Background: an optimization exercise with open tools, aiming at small area, a short achievable clock period and few clock cycles per item. Do not read the settings as production practice. Function was checked by simulation only, so behaviour that the tests miss may differ from the original. Power and IR drop assume default switching activity.

==> job 2958: inputs <==
// pipelineTop
module pipelineTop (
  input  logic               Clk,
  input  logic               rstN,
  input  logic               instrValid,
  input  logic [31:0]        instr,
  output logic               instrCredit,
  output logic               wbValid,
  output logic [36:0]        wbResult    
);
  logic [31:1]       rsSel;
  logic [31:1]       rtSel;
  mipsPkg::word_t    readData1;
  mipsPkg::word_t    readData2;
  logic              dxValid, dxWrites, dxLoad, dxStore;
  mipsPkg::regAddr_t dxDest;
  logic [5:0]        dxOp;
  logic [4:0]        dxShamt;
  mipsPkg::word_t    dxA, dxB, dxS;
  mipsPkg::aluAll_t  aluAll;
  logic              xmWrites, xmLoad, xmStore;
  mipsPkg::regAddr_t xmDest;
  mipsPkg::word_t    xmAlu;
  logic [64-1:0] xmReadSel;
  mipsPkg::word_t    xmStoreData;
  mipsPkg::word_t    mResult;
  mipsPkg::word_t    loadData;
  logic [64-1:0] memWritten;
  mipsPkg::wbResult_t wb;
  mipsPkg::regAddr_t  wbDest;
  mipsPkg::word_t     wbData;
  assign wbResult = wb;
  decodeStage u_decode (
    .Clk(Clk), .rstN(rstN),
    .instrValid(instrValid), .instr(instr), .instrCredit(instrCredit),
    .rsSel(rsSel), .rtSel(rtSel), .readData1(readData1), .readData2(readData2),
    .aluAll(aluAll),
    .mWrites(xmWrites), .mDest(xmDest), .mLoad(xmLoad), .mAlu(xmAlu), .mLoadData(loadData),
    .wbValid(wbValid), .wbDest(wbDest), .wbData(wbData),
    .dxValid(dxValid), .dxWrites(dxWrites), .dxLoad(dxLoad), .dxStore(dxStore),
    .dxDest(dxDest), .dxOp(dxOp), .dxShamt(dxShamt),
    .dxA(dxA), .dxB(dxB), .dxS(dxS)
  );
  registerFile u_regFile (
    .Clk(Clk), .rstN(rstN),
    .rsSel(rsSel), .rtSel(rtSel), .readData1(readData1), .readData2(readData2),
    .wrEn(wbValid), .wrAddr(wbDest), .wrData(wbData)
  );
  executeStage u_execute (
    .Clk(Clk), .rstN(rstN),
    .dxWrites(dxWrites), .dxLoad(dxLoad), .dxStore(dxStore), .dxDest(dxDest),
    .dxOp(dxOp), .dxShamt(dxShamt), .dxA(dxA), .dxB(dxB), .dxS(dxS),
    .aluAll(aluAll),
    .xmWrites(xmWrites), .xmLoad(xmLoad), .xmStore(xmStore), .xmDest(xmDest),
    .xmAlu(xmAlu), .xmReadSel(xmReadSel), .memWritten(memWritten), .xmStoreData(xmStoreData)
  );
  resultStage u_result (
    .Clk(Clk), .rstN(rstN),
    .xmWrites(xmWrites), .xmLoad(xmLoad), .xmStore(xmStore), .xmDest(xmDest),
    .xmAlu(xmAlu), .xmReadSel(xmReadSel), .xmStoreData(xmStoreData),
  ...
export LEC_CHECK = 0
export CAP_MARGIN = 20
export CORE_MARGIN = 2
export CORE_UTILIZATION = 40
export PLACE_DENSITY = 0.55
export SETUP_SLACK_MARGIN = 4.0
export SLEW_MARGIN = 20
export TNS_END_PERCENT = 100
create_clock -name core_clock -period 7.0 [get_ports {Clk}]
standard.sh (not shown) runs the stock make flow with config.mk's settings and CLKGATE_MAP_FILE= SYNTH_SCRIPT=/design/flow/synth_recipe.tcl, a recipe that flattens the netlist after the stock synthesis.
==> flow/flow/run.sh <==
#!/bin/bash
# The standard layout (the standard.sh, all ORFS steps to finish), with two
# synthesis changes that leave the registers as the standard synthesis makes
# them:
#  - ADDER_MAP_FILE is left empty, so Yosys does not cut adders into full/half
#    adder cells before ABC;
#  - ABC maps with flow/abc_map.script (strash; dch; map; buffer; upsize;
#    dnsize) through flow/synth.tcl, which wraps synth_recipe.tcl.
# and two layout changes: the resizer may swap a cell for one of another
# footprint (MATCH_CELL_FOOTPRINT=0), and the port buffers that global
# placement adds are buf_4 cells (BUFFER_PORTS_ARGS) rather than delay cells.
# make's full output goes to make_finish.log; each ORFS step keeps its own log
# under orfs/logs/.
set -euo pipefail
here=$(pwd)
export FLOW_FLOW_DIR="$here/flow"
export FLOW_SYNTH_TCL="$here/synth_recipe.tcl"
bash standard.sh ADDER_MAP_FILE= SYNTH_SCRIPT="$here/flow/synth.tcl" \
  MATCH_CELL_FOOTPRINT=0 "BUFFER_PORTS_ARGS=-buffer_cell sky130_fd_sc_hd__buf_4" \
  finish > make_finish.log 2>&1
==> flow/flow/abc_map.script <==
strash
dch
map
buffer
upsize
dnsize
==> flow/flow/synth.tcl <==
# The standard flow's synthesis script (synth_recipe.tcl, ORFS's synthesis with Yosys's fsm
# and share passes off, then flatten and rename), with one change: ABC maps
# the combinational logic with a delay-driven script (flow/abc_map.script)
# instead of ORFS's abc_speed.script. Registers are untouched.
proc abc {args} {
  set new {}
  set skip 0
  foreach a $args {
    if {$skip} { set skip 0; continue }
    if {$a eq "-script"} { set skip 1; continue }
    lappend new $a
  }
  yosys abc -script $::env(FLOW_FLOW_DIR)/abc_map.script {*}$new
}
source $::env(FLOW_SYNTH_TCL)
==> job 5636: changes against job 2958 <==
--- a/flow/design.v
+++ b/flow/design.v
@@ -77,17 +77,17 @@
   output logic               dxWrites,    
   output logic               dxLoad,
   output logic               dxStore,
   output mipsPkg::regAddr_t  dxDest,
   output logic [5:0]         dxOp,        
   output logic [4:0]         dxShamt,
   output mipsPkg::word_t     dxA,         
   output mipsPkg::word_t     dxB,         
-  output mipsPkg::word_t     dxS          
+  output logic [7:0]         dxImm8       
 );
   localparam int qDepth = 4 - 1;   
   typedef struct packed {
     mipsPkg::regAddr_t dest;
     logic              writes;      
     logic              useRs;
     logic              useRt;
     logic              aluSrcImm;
@@ -218,17 +218,19 @@
             | ({32{s.mLd}}  & mLoadData)
             | ({32{s.mAlu}} & mAlu)
             | ({32{s.wb}}   & wbData)
             | ({32{s.rf}}   & regValue);
   endfunction
   srcSel_t selA, selT, selB;
   assign selA = source(rs);
   assign selT = source(rt);
-  assign selB = dCtrl.aluSrcImm ? '0 : selT;
+  logic bImm;
+  assign bImm = dCtrl.aluSrcImm && !dCtrl.isStore;
+  assign selB = bImm ? '0 : selT;
   mipsPkg::word_t imm;
   assign imm = {{16{dInstr[15]}}, dInstr[15:0]};
   always_ff @(posedge Clk or negedge rstN) begin
     if (!rstN) begin
       dxValid  <= 1'b0;
       dxWrites <= 1'b0;
       dxLoad   <= 1'b0;
       dxStore  <= 1'b0;
@@ -239,47 +241,52 @@
       dxStore  <= advance && dCtrl.isStore;
     end
   end
   always_ff @(posedge Clk) begin
     dxDest  <= dCtrl.dest;
     dxOp    <= dCtrl.op;
     dxShamt <= dInstr[10:6];
     dxA     <= operand(selA, readData1);
-    dxB     <= operand(selB, readData2) | ({32{dCtrl.aluSrcImm}} & imm);
-    dxS     <= operand(selT, readData2);
+    dxB     <= operand(selB, readData2) | ({32{bImm}} & imm);
+    dxImm8  <= dInstr[7:0];
   end
 endmodule
 module executeStage (
   input  logic               Clk,
   input  logic               rstN,
   input  logic               dxWrites,
   input  logic               dxLoad,
   input  logic               dxStore,
   input  mipsPkg::regAddr_t  dxDest,
   input  logic [5:0]         dxOp,
   input  logic [4:0]         dxShamt,
   input  mipsPkg::word_t     dxA,
   input  mipsPkg::word_t     dxB,
-  input  mipsPkg::word_t     dxS,
+  input  logic [7:0]         dxImm8,
   output mipsPkg::aluAll_t    aluAll,      
   output logic               xmWrites,
   output logic               xmLoad,
   output logic               xmStore,
   output mipsPkg::regAddr_t  xmDest,
   output mipsPkg::word_t     xmAlu,       
   output logic [64-1:0] xmReadSel,   
+  output logic [$clog2(64)-1:0] xmWordIdx,   
   input  logic [64-1:0] memWritten,  
   output mipsPkg::word_t     xmStoreData
 );
   localparam int idxW = $clog2(64);
   mipsPkg::word_t sum;
   mipsPkg::word_t diff;
   logic           lt;
   logic [64-1:0] wordSel;
+  logic [7:0]                  addrLow;
+  logic [idxW-1:0]             wordIdx;
+  assign addrLow = dxA[7:0] + dxImm8;
+  assign wordIdx = addrLow[idxW+1:2];
   function automatic mipsPkg::word_t addKS(input mipsPkg::word_t a, input mipsPkg::word_t b,
                                            input logic cin);
     mipsPkg::word_t p, g, pp, gg, gn, pn;
     p = a ^ b;
     g = a & b;
     g[0] = g[0] | (p[0] & cin);
     pp = p;
     gg = g;
@@ -301,61 +308,63 @@
   assign aluAll.sum  = sum;
   assign aluAll.diff = diff;
   assign aluAll.andR = dxA & dxB;
   assign aluAll.orR  = dxA | dxB;
   assign aluAll.lt   = lt;
   assign aluAll.shl  = dxB << dxShamt;
   always_comb begin
     for (int i = 0; i < 64; i++)
-      wordSel[i] = (sum[idxW+1:2] == idxW'(i));
+      wordSel[i] = (wordIdx == idxW'(i));
   end
   always_ff @(posedge Clk or negedge rstN) begin
     if (!rstN) begin
       xmWrites <= 1'b0;
       xmLoad   <= 1'b0;
       xmStore  <= 1'b0;
     end else begin
       xmWrites <= dxWrites;
       xmLoad   <= dxLoad;
       xmStore  <= dxStore;
     end
   end
   always_ff @(posedge Clk) begin
     xmDest      <= dxDest;
     xmAlu       <= mipsPkg::pickAlu(dxOp, aluAll);
     xmReadSel   <= wordSel & memWritten;
-    xmStoreData <= dxS;
+    xmWordIdx   <= wordIdx;
+    xmStoreData <= dxB;
   end
 endmodule
 module resultStage (
   input  logic               Clk,
   input  logic               rstN,
   input  logic               xmWrites,
   input  logic               xmLoad,
   input  logic               xmStore,
   input  mipsPkg::regAddr_t  xmDest,
   input  mipsPkg::word_t     xmAlu,
   input  logic [64-1:0] xmReadSel,
+  input  logic [$clog2(64)-1:0] xmWordIdx,
   input  mipsPkg::word_t     xmStoreData,
   output logic [64-1:0] memWritten,   
   output mipsPkg::word_t     loadData,
   output mipsPkg::word_t     mResult,
   output logic               wbValid,
   output mipsPkg::wbResult_t wbResult,    
   output mipsPkg::regAddr_t  wbDest,      
   output mipsPkg::word_t     wbData       
 );
   mipsPkg::word_t              dataMem [64];
   logic [64-1:0] written;
   logic [64-1:0] writeSel;
   localparam int idxW = $clog2(64);
   always_comb begin
     for (int i = 0; i < 64; i++)
-      writeSel[i] = xmStore && (xmAlu[idxW+1:2] == idxW'(i));
+      writeSel[i] = xmStore && (xmWordIdx == idxW'(i));
   end
   always_comb begin
     loadData = '0;
     for (int i = 0; i < 64; i++)
       loadData = loadData | ({32{xmReadSel[i]}} & dataMem[i]);
   end
   assign memWritten = written | writeSel;
   assign mResult = xmLoad ? loadData : xmAlu;
@@ -396,22 +405,24 @@
   logic [31:1]       rsSel;
   logic [31:1]       rtSel;
   mipsPkg::word_t    readData1;
   mipsPkg::word_t    readData2;
   logic              dxValid, dxWrites, dxLoad, dxStore;
   mipsPkg::regAddr_t dxDest;
   logic [5:0]        dxOp;
   logic [4:0]        dxShamt;
-  mipsPkg::word_t    dxA, dxB, dxS;
+  mipsPkg::word_t    dxA, dxB;
+  logic [7:0]        dxImm8;
   mipsPkg::aluAll_t  aluAll;
   logic              xmWrites, xmLoad, xmStore;
   mipsPkg::regAddr_t xmDest;
   mipsPkg::word_t    xmAlu;
   logic [64-1:0] xmReadSel;
+  logic [$clog2(64)-1:0] xmWordIdx;
   mipsPkg::word_t    xmStoreData;
   mipsPkg::word_t    mResult;
   mipsPkg::word_t    loadData;
   logic [64-1:0] memWritten;
   mipsPkg::wbResult_t wb;
   mipsPkg::regAddr_t  wbDest;
   mipsPkg::word_t     wbData;
   assign wbResult = wb;
@@ -419,31 +430,31 @@
     .Clk(Clk), .rstN(rstN),
     .instrValid(instrValid), .instr(instr), .instrCredit(instrCredit),
     .rsSel(rsSel), .rtSel(rtSel), .readData1(readData1), .readData2(readData2),
     .aluAll(aluAll),
     .mWrites(xmWrites), .mDest(xmDest), .mLoad(xmLoad), .mAlu(xmAlu), .mLoadData(loadData),
     .wbValid(wbValid), .wbDest(wbDest), .wbData(wbData),
     .dxValid(dxValid), .dxWrites(dxWrites), .dxLoad(dxLoad), .dxStore(dxStore),
     .dxDest(dxDest), .dxOp(dxOp), .dxShamt(dxShamt),
-    .dxA(dxA), .dxB(dxB), .dxS(dxS)
+    .dxA(dxA), .dxB(dxB), .dxImm8(dxImm8)
   );
   registerFile u_regFile (
     .Clk(Clk), .rstN(rstN),
     .rsSel(rsSel), .rtSel(rtSel), .readData1(readData1), .readData2(readData2),
     .wrEn(wbValid), .wrAddr(wbDest), .wrData(wbData)
   );
   executeStage u_execute (
     .Clk(Clk), .rstN(rstN),
     .dxWrites(dxWrites), .dxLoad(dxLoad), .dxStore(dxStore), .dxDest(dxDest),
-    .dxOp(dxOp), .dxShamt(dxShamt), .dxA(dxA), .dxB(dxB), .dxS(dxS),
+    .dxOp(dxOp), .dxShamt(dxShamt), .dxA(dxA), .dxB(dxB), .dxImm8(dxImm8),
     .aluAll(aluAll),
     .xmWrites(xmWrites), .xmLoad(xmLoad), .xmStore(xmStore), .xmDest(xmDest),
-    .xmAlu(xmAlu), .xmReadSel(xmReadSel), .memWritten(memWritten), .xmStoreData(xmStoreData)
+    .xmAlu(xmAlu), .xmReadSel(xmReadSel), .xmWordIdx(xmWordIdx), .memWritten(memWritten), .xmStoreData(xmStoreData)
   );
   resultStage u_result (
     .Clk(Clk), .rstN(rstN),
     .xmWrites(xmWrites), .xmLoad(xmLoad), .xmStore(xmStore), .xmDest(xmDest),
-    .xmAlu(xmAlu), .xmReadSel(xmReadSel), .xmStoreData(xmStoreData),
+    .xmAlu(xmAlu), .xmReadSel(xmReadSel), .xmWordIdx(xmWordIdx), .xmStoreData(xmStoreData),
     .memWritten(memWritten), .loadData(loadData), .mResult(mResult),
     .wbValid(wbValid), .wbResult(wb), .wbDest(wbDest), .wbData(wbData)
   );
 endmodule
==> notes.md <==
Job 2958 produced a clean layout. Job 5636 ran to the end with no violations.
In job 2958 the clock power is higher than in job 5636, by about 4%.
Of job 5636 and job 2958, job 2958 has the higher global-route usage (gap 4.2 points).
Between job 5636 and job 2958, the lower maximum frequency is in job 2958 (gap 4.6%, measured against job 2958).
Count of clock-buffer cells in the layout: job 5636 is higher than job 2958 (21).
Sequential power is about the same in job 2958 and job 5636.
In job 2958 the non-clock buffer count is higher than in job 5636, by 157.
==> figures <==
item                                                                job 5636              job 2958
Width of the chip                                                     604 µm                608 µm
FF-to-FF End                                                 u_decode.dxB[2]      u_decode.dxB[23]
Net Sw Frac                                                            41.9%                 43.0%
Multiplexer fraction of the synthesized cell area                         0%               0.0137%
Reported leakage power                                               60.1 nW               63.1 nW
NetSw                                                               0.0341 W              0.0370 W
Layout multi-input combinational cell count                            6,052                 6,351
Reg-to-reg startpoint                                      u_decode.rtSel[2]  u_regFile.written[1]
Result of the run                                   timing/DRC/antenna clean  timing/DRC/antenna clean
Multi-input combinational area share                                   22.3%                 22.6%
Iteration count of the initial detailed-routing pass                      12                    14
Clock insertion delay at the later pin of the skew report            1070 ps               1030 ps
Clock network power share                                              25.0%                 24.6%
Testbench counts of job 2958, summed over its fixed seeds: cycles 16,274, instrs 16,000.
Testbench counts of job 5636, summed over its fixed seeds: cycles 16,274, instrs 16,000.

[port drivers added, routing unchanged]
How much do the figures lean on ideal ports? The routed layouts below were timed once more, with nothing changed but the port constraints. Step 1 assumes that a clkbuf_16 drives the clock port and a buf_2 every other input. Step 2 adds t to the input delays and takes it off the output delays; t is the mean of the earliest and latest rising clock arrival at the registers after step 1. Input paths then give back, and output paths get back, about the clock's delay inside the block. Slacks: no drivers / after step 1 / after step 2; pairs: no drivers / after step 1.
| run | shift t [ns] | setup slack, ns | hold slack, ns | worst setup path at the end |
|---|---|---|---|---|
| job 2958 | 1.107 | 3.411 / 3.411 / 3.411 | 0.327 / 0.289 / 0.327 | register to register |
| job 5636 | 1.082 | 3.568 / 3.568 / 3.568 | 0.317 / 0.317 / 0.317 | register to register |
After both steps setup and hold are still met in every run listed.
